From an optimization exercise on the open Yosys and OpenROAD flow, aimed at small area, a short achievable clock period and few clock cycles per item; shortcuts taken in it are not production practice.
In this exercise RTL edits were held to simulation tests only and were not proved equivalent to the original.
No activity file was given, so power comes from the tool's default toggle rates.

--- flow/run.sh ---
#!/bin/bash
# synth_recipe.tcl (not shown) runs the flow's synth.tcl, then flattens the netlist and writes it again
# the make line also repeats each setting of config.mk as NAME=value (left out here)
make -C /OpenROAD-flow-scripts/flow DESIGN_CONFIG=/design/flow/config.mk WORK_HOME=/design/flow/orfs CLKGATE_MAP_FILE= SYNTH_SCRIPT=/design/flow/synth_recipe.tcl finish
--- flow/config.mk ---
export PLATFORM = sky130hd
export DESIGN_NAME = shelf_first_fit_packer
export DESIGN_NICKNAME = shelf_first_fit_packer
export VERILOG_FILES = /design/flow/design.v
export SDC_FILE = /design/flow/constraint.sdc
export NUM_CORES = 4
export LEC_CHECK = 0
export CAP_MARGIN = 20
export CORE_MARGIN = 2
export CORE_UTILIZATION = 40
export SLEW_MARGIN = 20
--- flow/constraint.sdc ---
create_clock -name core_clock -period 7.0 [get_ports {clk}]
set_input_delay 1.4000 -clock core_clock [delete_from_list [all_inputs] [get_ports {clk}]]
set_output_delay 1.4000 -clock core_clock [all_outputs]
set_load 0.01 [all_outputs]
--- flow/design.v ---
package sfp_pkg;
    localparam int DIM_W    = 13;
    localparam int POS_X_W  = 12;
    localparam int POS_Y_W  = 18;
    localparam int STATUS_W = 3;
    localparam int HGT_W    = 19;
    localparam logic OP_PLACE = 1'b0;
    localparam logic OP_CLEAR = 1'b1;
    localparam logic [STATUS_W-1:0] ST_OLD_SHELF = 3'd0;
    localparam logic [STATUS_W-1:0] ST_NEW_SHELF = 3'd1;
    localparam logic [STATUS_W-1:0] ST_TOO_WIDE  = 3'd2;
    localparam logic [STATUS_W-1:0] ST_FULL      = 3'd3;
    localparam logic [STATUS_W-1:0] ST_CLEARED   = 3'd4;
    typedef struct packed {
        logic [DIM_W-1:0] used;
        logic [DIM_W-1:0] height;
    } shelf_t;
    typedef struct packed {
        logic [POS_X_W-1:0]  pos_x;
        logic [POS_Y_W-1:0]  pos_y;
        logic [STATUS_W-1:0] status;
        logic [HGT_W-1:0]    sheet_height;
    } result_t;
    typedef struct packed {
        logic    valid;
        result_t res;
    } push_t;
endpackage
module sfp_ram #(
    parameter int WIDTH  = 26,
    parameter int DEPTH  = 64,
    parameter int ADDR_W = (DEPTH > 1) ? $clog2(DEPTH) : 1
) (
    input  logic              clk,
    input  logic              we,
    input  logic [ADDR_W-1:0] waddr,
    input  logic [WIDTH-1:0]  wdata,
    input  logic              re,
    input  logic [ADDR_W-1:0] raddr,
    output logic [WIDTH-1:0]  rdata
);
    logic [WIDTH-1:0] mem_reg [DEPTH];
    logic [WIDTH-1:0] rdata_reg;
    always_ff @(posedge clk)
    begin
        if (we)
        begin
            mem_reg[waddr] <= wdata;
        end
        if (re)
        begin
            rdata_reg <= mem_reg[raddr];
        end
    end
    assign rdata = rdata_reg;
endmodule
module sfp_ctrl #(
    parameter int MAX_SHELVES = 64,
    parameter int MAX_DIM     = 4096,
    parameter int IDX_W       = (MAX_SHELVES > 1) ? $clog2(MAX_SHELVES) : 1
) (
    input  logic                      clk,
    input  logic                      rst_n,
    input  logic                      in_valid,
    output logic                      in_ready,
    input  logic                      in_op,
    input  logic [sfp_pkg::DIM_W-1:0] in_rect_width,
    input  logic [sfp_pkg::DIM_W-1:0] in_rect_height,
    input  logic                      cfg_wr_en,
    input  logic [sfp_pkg::DIM_W-1:0] cfg_wr_data,
    output logic                      ram_re,
    output logic [IDX_W-1:0]          ram_raddr,
    input  sfp_pkg::shelf_t           ram_rdata,
    output logic                      ram_we,
    output logic [IDX_W-1:0]          ram_waddr,
    output sfp_pkg::shelf_t           ram_wdata,
    output sfp_pkg::push_t            push,
    input  logic                      slot_free
);
    localparam int CNT_W = $clog2(MAX_SHELVES + 1);
    localparam int DW    = sfp_pkg::DIM_W;
    localparam int YW    = sfp_pkg::POS_Y_W;
    localparam int HW    = sfp_pkg::HGT_W;
    typedef enum logic [1:0] {S_IDLE, S_SCAN, S_PUSH} state_t;
    state_t                state_reg,       state_next;
    logic [DW-1:0]         sheet_width_reg, sheet_width_next;
    logic [CNT_W-1:0]      count_reg,       count_next;
    logic [HW-1:0]         total_reg,       total_next;
    logic [DW-1:0]         w_reg,           w_next;
    logic [DW-1:0]         h_reg,           h_next;
    logic [CNT_W-1:0]      rd_idx_reg,      rd_idx_next;
    logic                  chk_valid_reg,   chk_valid_next;
    logic [IDX_W-1:0]      chk_idx_reg,     chk_idx_next;
    logic [YW-1:0]         y_reg,           y_next;
    sfp_pkg::result_t      res_reg,         res_next;
    logic [DW-1:0]         eff_width;
    logic                  too_wide;
    logic                  issue;
    logic [DW:0]           used_sum;
    logic                  fit;
    always_comb
    begin
        if (32'(sheet_width_reg) > MAX_DIM)
        begin
            eff_width = DW'(MAX_DIM);
        end
        else
        begin
            eff_width = sheet_width_reg;
        end
    end
    assign too_wide = (in_rect_width == '0) || (in_rect_width > eff_width)
                      || (32'(in_rect_height) > MAX_DIM);
    assign issue    = rd_idx_reg < count_reg;
    assign used_sum = {1'b0, ram_rdata.used} + {1'b0, w_reg};
    assign fit      = chk_valid_reg && (ram_rdata.height >= h_reg)
                      && (used_sum <= {1'b0, eff_width});
    assign in_ready = (state_reg == S_IDLE);
    assign ram_re      = (state_reg == S_SCAN) && issue;
    assign ram_raddr   = rd_idx_reg[IDX_W-1:0];
    assign push.valid  = (state_reg == S_PUSH);
    assign push.res    = res_reg;
    always_comb
    begin
        state_next       = state_reg;
        sheet_width_next = cfg_wr_en ? cfg_wr_data : sheet_width_reg;
        count_next       = count_reg;
        total_next       = total_reg;
        w_next           = w_reg;
        h_next           = h_reg;
        rd_idx_next      = rd_idx_reg;
        chk_valid_next   = chk_valid_reg;
        chk_idx_next     = chk_idx_reg;
        y_next           = y_reg;
        res_next         = res_reg;
        ram_we           = 1'b0;
        ram_waddr        = chk_idx_reg;
        ram_wdata        = '0;
        case (state_reg)
            S_IDLE:
            begin
                if (in_valid)
                begin
                    w_next         = in_rect_width;
                    h_next         = in_rect_height;
                    rd_idx_next    = '0;
                    chk_valid_next = 1'b0;
                    y_next         = '0;
                    if (in_op == sfp_pkg::OP_CLEAR)
                    begin
                        count_next = '0;
                        total_next = '0;
                        res_next.pos_x = '0;
                        res_next.pos_y = '0;
                        res_next.status = sfp_pkg::ST_CLEARED;
                        res_next.sheet_height = '0;
                        state_next = S_PUSH;
                    end
                    else if (too_wide)
                    begin
                        res_next.pos_x = '0;
                        res_next.pos_y = '0;
                        res_next.status = sfp_pkg::ST_TOO_WIDE;
                        res_next.sheet_height = total_reg;
                        state_next = S_PUSH;
                    end
                    else
                    begin
                        state_next = S_SCAN;
                    end
                end
            end
            S_SCAN:
            begin
                chk_valid_next = issue;
                chk_idx_next   = rd_idx_reg[IDX_W-1:0];
                if (issue)
                begin
                    rd_idx_next = rd_idx_reg + CNT_W'(1);
                end
                if (fit)
                begin
                    ram_we     = 1'b1;
                    ram_waddr  = chk_idx_reg;
                    ram_wdata.used = used_sum[DW-1:0];
                    ram_wdata.height = ram_rdata.height;
                    res_next.pos_x = ram_rdata.used[sfp_pkg::POS_X_W-1:0];
                    res_next.pos_y = y_reg;
                    res_next.status = sfp_pkg::ST_OLD_SHELF;
                    res_next.sheet_height = total_reg;
                    state_next = S_PUSH;
                end
                else
                begin
                    if (chk_valid_reg)
                    begin
                        y_next = y_reg + YW'(ram_rdata.height);
                    end
                    if (!issue)
                    begin
                        if (count_reg == CNT_W'(MAX_SHELVES))
                        begin
                            res_next.pos_x = '0;
                            res_next.pos_y = '0;
                            res_next.status = sfp_pkg::ST_FULL;
                            res_next.sheet_height = total_reg;
                        end
                        else
                        begin
                            ram_we     = 1'b1;
                            ram_waddr  = count_reg[IDX_W-1:0];
                            ram_wdata.used = w_reg;
                            ram_wdata.height = h_reg;
                            count_next = count_reg + CNT_W'(1);
                            total_next = total_reg + HW'(h_reg);
                            res_next.pos_x = '0;
                            res_next.pos_y = total_reg[YW-1:0];
                            res_next.status = sfp_pkg::ST_NEW_SHELF;
                            res_next.sheet_height = total_reg + HW'(h_reg);
                        end
                        state_next = S_PUSH;
                    end
                end
            end
            S_PUSH:
            begin
                if (slot_free)
                begin
                    state_next = S_IDLE;
                end
            end
            default:
            begin
                state_next = S_IDLE;
            end
        endcase
    end
    always_ff @(posedge clk or negedge rst_n)
    begin
        if (!rst_n)
        begin
            state_reg       <= S_IDLE;
            sheet_width_reg <= DW'(1024);
            count_reg       <= '0;
            total_reg       <= '0;
            w_reg           <= '0;
            h_reg           <= '0;
            rd_idx_reg      <= '0;
            chk_valid_reg   <= 1'b0;
            chk_idx_reg     <= '0;
            y_reg           <= '0;
            res_reg         <= '0;
        end
        else
        begin
            state_reg       <= state_next;
            sheet_width_reg <= sheet_width_next;
            count_reg       <= count_next;
            total_reg       <= total_next;
            w_reg           <= w_next;
            h_reg           <= h_next;
            rd_idx_reg      <= rd_idx_next;
            chk_valid_reg   <= chk_valid_next;
            chk_idx_reg     <= chk_idx_next;
            y_reg           <= y_next;
            res_reg         <= res_next;
        end
    end
endmodule
module sfp_out_stage (
    input  logic                 clk,
    input  logic                 rst_n,
    input  sfp_pkg::push_t       push,
    output logic                 slot_free,
    output logic                 out_valid,
    input  logic                 out_ready,
    output logic [sfp_pkg::POS_X_W-1:0]  out_pos_x,
    output logic [sfp_pkg::POS_Y_W-1:0]  out_pos_y,
    output logic [sfp_pkg::STATUS_W-1:0] out_status,
    output logic [sfp_pkg::HGT_W-1:0]    out_sheet_height
);
    logic                     valid_reg;
    logic                     valid_next;
    sfp_pkg::result_t         data_reg;
    sfp_pkg::result_t         data_next;
    assign slot_free = !valid_reg || out_ready;
    always_comb
    begin
        valid_next = valid_reg;
        data_next  = data_reg;
        if (push.valid && slot_free)
        begin
            valid_next = 1'b1;
            data_next  = push.res;
        end
        else if (out_ready)
        begin
            valid_next = 1'b0;
        end
    end
    always_ff @(posedge clk or negedge rst_n)
    begin
        if (!rst_n)
        begin
            valid_reg <= 1'b0;
            data_reg  <= '0;
        end
        else
        begin
            valid_reg <= valid_next;
            data_reg  <= data_next;
        end
    end
    assign out_valid        = valid_reg;
    assign out_pos_x        = data_reg.pos_x;
    assign out_pos_y        = data_reg.pos_y;
    assign out_status       = data_reg.status;
    assign out_sheet_height = data_reg.sheet_height;
endmodule
module shelf_first_fit_packer (
    input  logic                         clk,
    input  logic                         rst_n,
    input  logic                         in_valid,
    output logic                         in_ready,
    input  logic                         in_op,
    input  logic [sfp_pkg::DIM_W-1:0]    in_rect_width,
    input  logic [sfp_pkg::DIM_W-1:0]    in_rect_height,
    output logic                         out_valid,
    input  logic                         out_ready,
    output logic [sfp_pkg::POS_X_W-1:0]  out_pos_x,
    output logic [sfp_pkg::POS_Y_W-1:0]  out_pos_y,
    output logic [sfp_pkg::STATUS_W-1:0] out_status,
    output logic [sfp_pkg::HGT_W-1:0]    out_sheet_height,
    input  logic                         cfg_wr_en,
    input  logic [sfp_pkg::DIM_W-1:0]    cfg_wr_data
);
    localparam int MAX_SHELVES = 64;
    localparam int MAX_DIM     = 4096;
    localparam int IDX_W = (MAX_SHELVES > 1) ? $clog2(MAX_SHELVES) : 1;
    logic             ram_re;
    logic [IDX_W-1:0] ram_raddr;
    sfp_pkg::shelf_t  ram_rdata;
    logic             ram_we;
    logic [IDX_W-1:0] ram_waddr;
    sfp_pkg::shelf_t  ram_wdata;
    sfp_pkg::push_t   push;
    logic             slot_free;
    sfp_ram #(
        .WIDTH  (2 * sfp_pkg::DIM_W),
        .DEPTH  (MAX_SHELVES),
        .ADDR_W (IDX_W)
    ) u_ram (
        .clk   (clk),
        .we    (ram_we),
        .waddr (ram_waddr),
        .wdata (ram_wdata),
        .re    (ram_re),
        .raddr (ram_raddr),
        .rdata (ram_rdata)
    );
    sfp_ctrl #(
        .MAX_SHELVES (MAX_SHELVES),
        .MAX_DIM     (MAX_DIM),
        .IDX_W       (IDX_W)
    ) u_ctrl (
        .clk         (clk),
        .rst_n       (rst_n),
        .in_valid       (in_valid),
        .in_ready       (in_ready),
        .in_op          (in_op),
        .in_rect_width  (in_rect_width),
        .in_rect_height (in_rect_height),
        .cfg_wr_en   (cfg_wr_en),
        .cfg_wr_data (cfg_wr_data),
        .ram_re      (ram_re),
        .ram_raddr   (ram_raddr),
        .ram_rdata   (ram_rdata),
        .ram_we      (ram_we),
        .ram_waddr   (ram_waddr),
        .ram_wdata   (ram_wdata),
        .push        (push),
        .slot_free   (slot_free)
    );
    sfp_out_stage u_out (
        .clk       (clk),
        .rst_n     (rst_n),
        .push      (push),
        .slot_free (slot_free),
        .out_valid        (out_valid),
        .out_ready        (out_ready),
        .out_pos_x        (out_pos_x),
        .out_pos_y        (out_pos_y),
        .out_status       (out_status),
        .out_sheet_height (out_sheet_height)
    );
endmodule
==> run summary <==
## kinds of logic after synthesis
logic type               after synthesis  share of synthesized area [%]
AND/OR/NAND/NOR                      411                           2.51
multiplexers                         682                           18.1
flip-flops                          1894                           73.5
XOR/XNOR                              37                          0.426
AO/OA/AOI/OAI                        289                           2.65
adder cells (fa/ha/maj)               90                           1.51
buffers and inverters                235                           1.28
## final cells by class
type / instances / area share (%)
Antenna cell: 5 / 0.0143
Clock buffer: 247 / 5.86
Clock inverter: 95 / 0.965
Inverter: 47 / 0.202
Multi-Input combinational cell: 1509 / 22.7
Sequential cell: 1894 / 64.0
Tap cell: 2511 / 3.60
Timing Repair Buffer: 257 / 2.65
## cell usage after synthesis (all sizes together) (8+ instances only)
master	number	area share [%]
mux2	104	1.5
nand2b	12	0.099
xnor2	24	0.28
xor2	13	0.15
edfxtp	1690	67
clkbuf	119	0.59
mux4	546	16
buf	69	0.46
nor2b	9	0.074
nor3	89	0.59
o211ai	11	0.11
a21o	16	0.16
a22o	51	0.59
nand4	13	0.11
nand2	166	0.82
dfrtp	203	6.7
a31oi	10	0.082
nor2	55	0.27
mux2i	32	0.42
o2bb2ai	8	0.092
a21oi	50	0.33
o21ai	71	0.47
nand3	25	0.16
inv	46	0.23
a211oi	11	0.13
nor4	10	0.082
ha	87	1.4
## layer usage
layer  global-route usage [%]  share of wire, %  up-vias
met2                     31.8                47     1526
met5                        0             0.014        -
li1                         -                 -    15700
met1                     30.5                43    20600
met3                     3.59               7.1      262
met4                     5.50               2.5        4
## metrics by stage
stage	cells	utilization (%)	hold slack, ns	area (µm²)	setup WS, ns
after CTS	6560	46.0	0.503	87200	0.878
after global placement	6217	42.8	0.484	81200	0.936
after floorplan	3638	-	0.444	76000	0.430
after global routing	6561	46.0	0.520	87200	0.544
after detailed placement	6218	42.9	0.483	81300	0.874
final	6565	46.0	0.501	87300	0.886
## cells in the final DEF, fill, tap and decap left out, types with 55 or more instances in the layout
cell type and instances:
buf_4 149, clkbuf_16 195, clkdlybuf4s50_1 97, dfrtp_1 197, edfxtp_1 1690, ha_1 87, mux2_2 102, mux4_2 546
nand2_1 166, nor3_2 62, o21ai_0 55
## power by group through the flow
stage | Clock (W) | Combinational (W) | Sequential (W)
after CTS | 0.00994 | 0.00304 | 0.0128
after global routing | 0.0104 | 0.00328 | 0.0128
after floorplan | 0 | 0.00189 | 0.0129
final | 0.00976 | 0.00304 | 0.0128
after detailed placement | 0 | 0.00303 | 0.0130
after global placement | 0 | 0.00300 | 0.0130
## worst max-delay path, cell delays in order (launching register included)
cell      delay, ns
edfxtp_1       0.42
ha_1           0.37
and3_1         0.20
a221o_1        0.35
nor2b_1        0.20
a21oi_1        0.15
a21o_1         0.21
a21oi_1        0.17
xnor2_1        0.12
ha_1           0.32
nand3_1        0.11
nor2_1         0.13
o31ai_1        0.08
a31oi_1        0.38
a211oi_4       0.12
a21boi_4       0.56
mux2_1         0.59
nor3_2         0.91
buf_4          0.40
## final timing paths
path	startpoint	end	slack, ns
worst min register to register	u_ctrl.res_reg[28]	u_out.data_reg[28]	0.50
worst max-delay path	u_ram.rdata_reg[17]	u_ram.mem_reg[45][13]	0.89
min in group asynchronous	rst_n	u_ctrl.sheet_width_reg[5]	0.60
worst max register to register	u_ram.rdata_reg[17]	u_ram.mem_reg[45][13]	0.89
worst min-delay path	u_ctrl.res_reg[28]	u_out.data_reg[28]	0.50
max in group asynchronous	rst_n	u_ctrl.res_reg[29]	5.07
==> results_dict.tcl <==
set metrics [dict create \
    synth.yosys.seq_area_share_pct 73.5 \
    final_hold_viol_count 0 \
    rsz0062_at_grt "false" \
    start_util_pct 40.1 \
    dp_hpwl_um 127000 \
    crit_arrival_ns 6.62 \
    htree_levels 4 \
    finalMaxSlewViolations 0 \
    grt_pass1_wl_um 286000 \
    worst_ir_drop_vdd_mv 0.220 \
    p_seq_share_pct 50.0 \
    grt_max_degree 148 \
    clkPwrFrac_pct 38.2 \
    worstSetupPathType "flip-flop to flip-flop" \
    hp-class "flip-flop to flip-flop" \
    largest_register_ffs 1664 \
    async_flop_share_pct 10.8 \
    setup-tns-final_ns 0 \
    die_w_um 440 \
    dr.pass1.iters 5 \
    ant_nets 0 \
    power.density_nw_per_um2 293 \
    fin_skew_ns 0.0379 \
    crit_required_ns 7.51 \
    clkSinkCount 1894 \
    routed_via_density 5.81 \
    cts-buffers-inserted 191 \
    cp_max_fo 15 \
    pwr-share-comb_pct 11.9 \
    synth_fp_nets 3773 \
    synth_edf_count 1690 \
    cts.repair.resized 0 \
    fin_crit_ns 6.11 \
    holdPathStages 1 \
    cts_tree "built" \
    grt_use_total_pct 20.7 \
    slew_headroom_pct 24.8 \
    fin_crit_sh_pct 87.3 \
    gp_congestion 0.878 \
    internal-power_w 0.0192 \
    antenna_found_initial 11 \
    register_area_um2 55900 \
    portBuffers 98 \
    post_cts_buffers 0 \
    drt_iter0_markers 4586 \
    swShare_pct 25.0 \
    cap_violations 0 \
    ys_types 70 \
    num_rows 160 \
    clkLatencyLatePin_ns 0.83 \
    fillCellCount 15700 \
    grt_pass1_vias 37500 \
    total_power_w 0.0256 \
    syn_avg_cell_area_um2 20.9 \
    outcome "timing/DRC/antenna clean" \
    postCtsHoldBufs 0 \
    syn-cell-area_um2 76000 \
    worstMarginPinSlew_ns 1.13 \
    io_pins 99 \
    die_h_um 440 \
    r2r_cells 18 \
    clockBufferDepth 3 \
    setup_viol 0 \
    postSynthCellCount 3638 \
    synth_warnings 3 \
    power.switching_w 0.00641 \
    worst_setup_path_start_kind "flip-flop" \
    multi_input_area_um2 19800 \
    max_freq_mhz 164 \
    coreArea_um2 190000 \
    cts.clk_slew.worst_paths_ns 0.06 \
    wl_per_cell_um 30.3 \
    power.leakage_nw 28.3 \
    crit_path_end_kind "flip-flop" \
    drc 0 \
    cts_root_buffer "clkbuf_16" \
    dieArea_um2 194000 \
    vias 38100 \
    layout-drive-gt1-share_pct 29.1 \
    fin_nets 4035 \
    overflow 0 \
    syn_to_final_growth_pct 14.8 \
    wirelength_um 199000 \
    ys_seq_elements 1894 \
    synth_top_flop_cell "edfxtp_1" \
]
Testbench counts, summed over its fixed seeds: cycles 169,995, items 9,235.

separate check: timing with driven ports:
The results above use ideal ports. As a check the final layout listed here was re-extracted and re-timed, cells and wires unchanged.
Step 1 (the two cells are an assumption about what drives the block):
set clk [get_ports {clk}]
set_driving_cell -lib_cell sky130_fd_sc_hd__clkbuf_16 $clk
set_driving_cell -lib_cell sky130_fd_sc_hd__buf_2 [delete_from_list [all_inputs] $clk]
Step 2 also shifts input and output timing later by t, the mid clock arrival at the registers, as if the neighbouring blocks saw the same clock.
Slacks: no drivers / after step 1 / after step 2; pairs: no drivers / after step 1.
shift t [ns]: 0.893
setup slack, ns: 0.886 / 0.886 / 0.886
hold slack, ns: 0.501 / 0.501 / 0.501
After both steps setup and hold are still met in this run. The setup slack of this run moves by 0.000 ns with the drivers and by 0.000 ns with both steps.
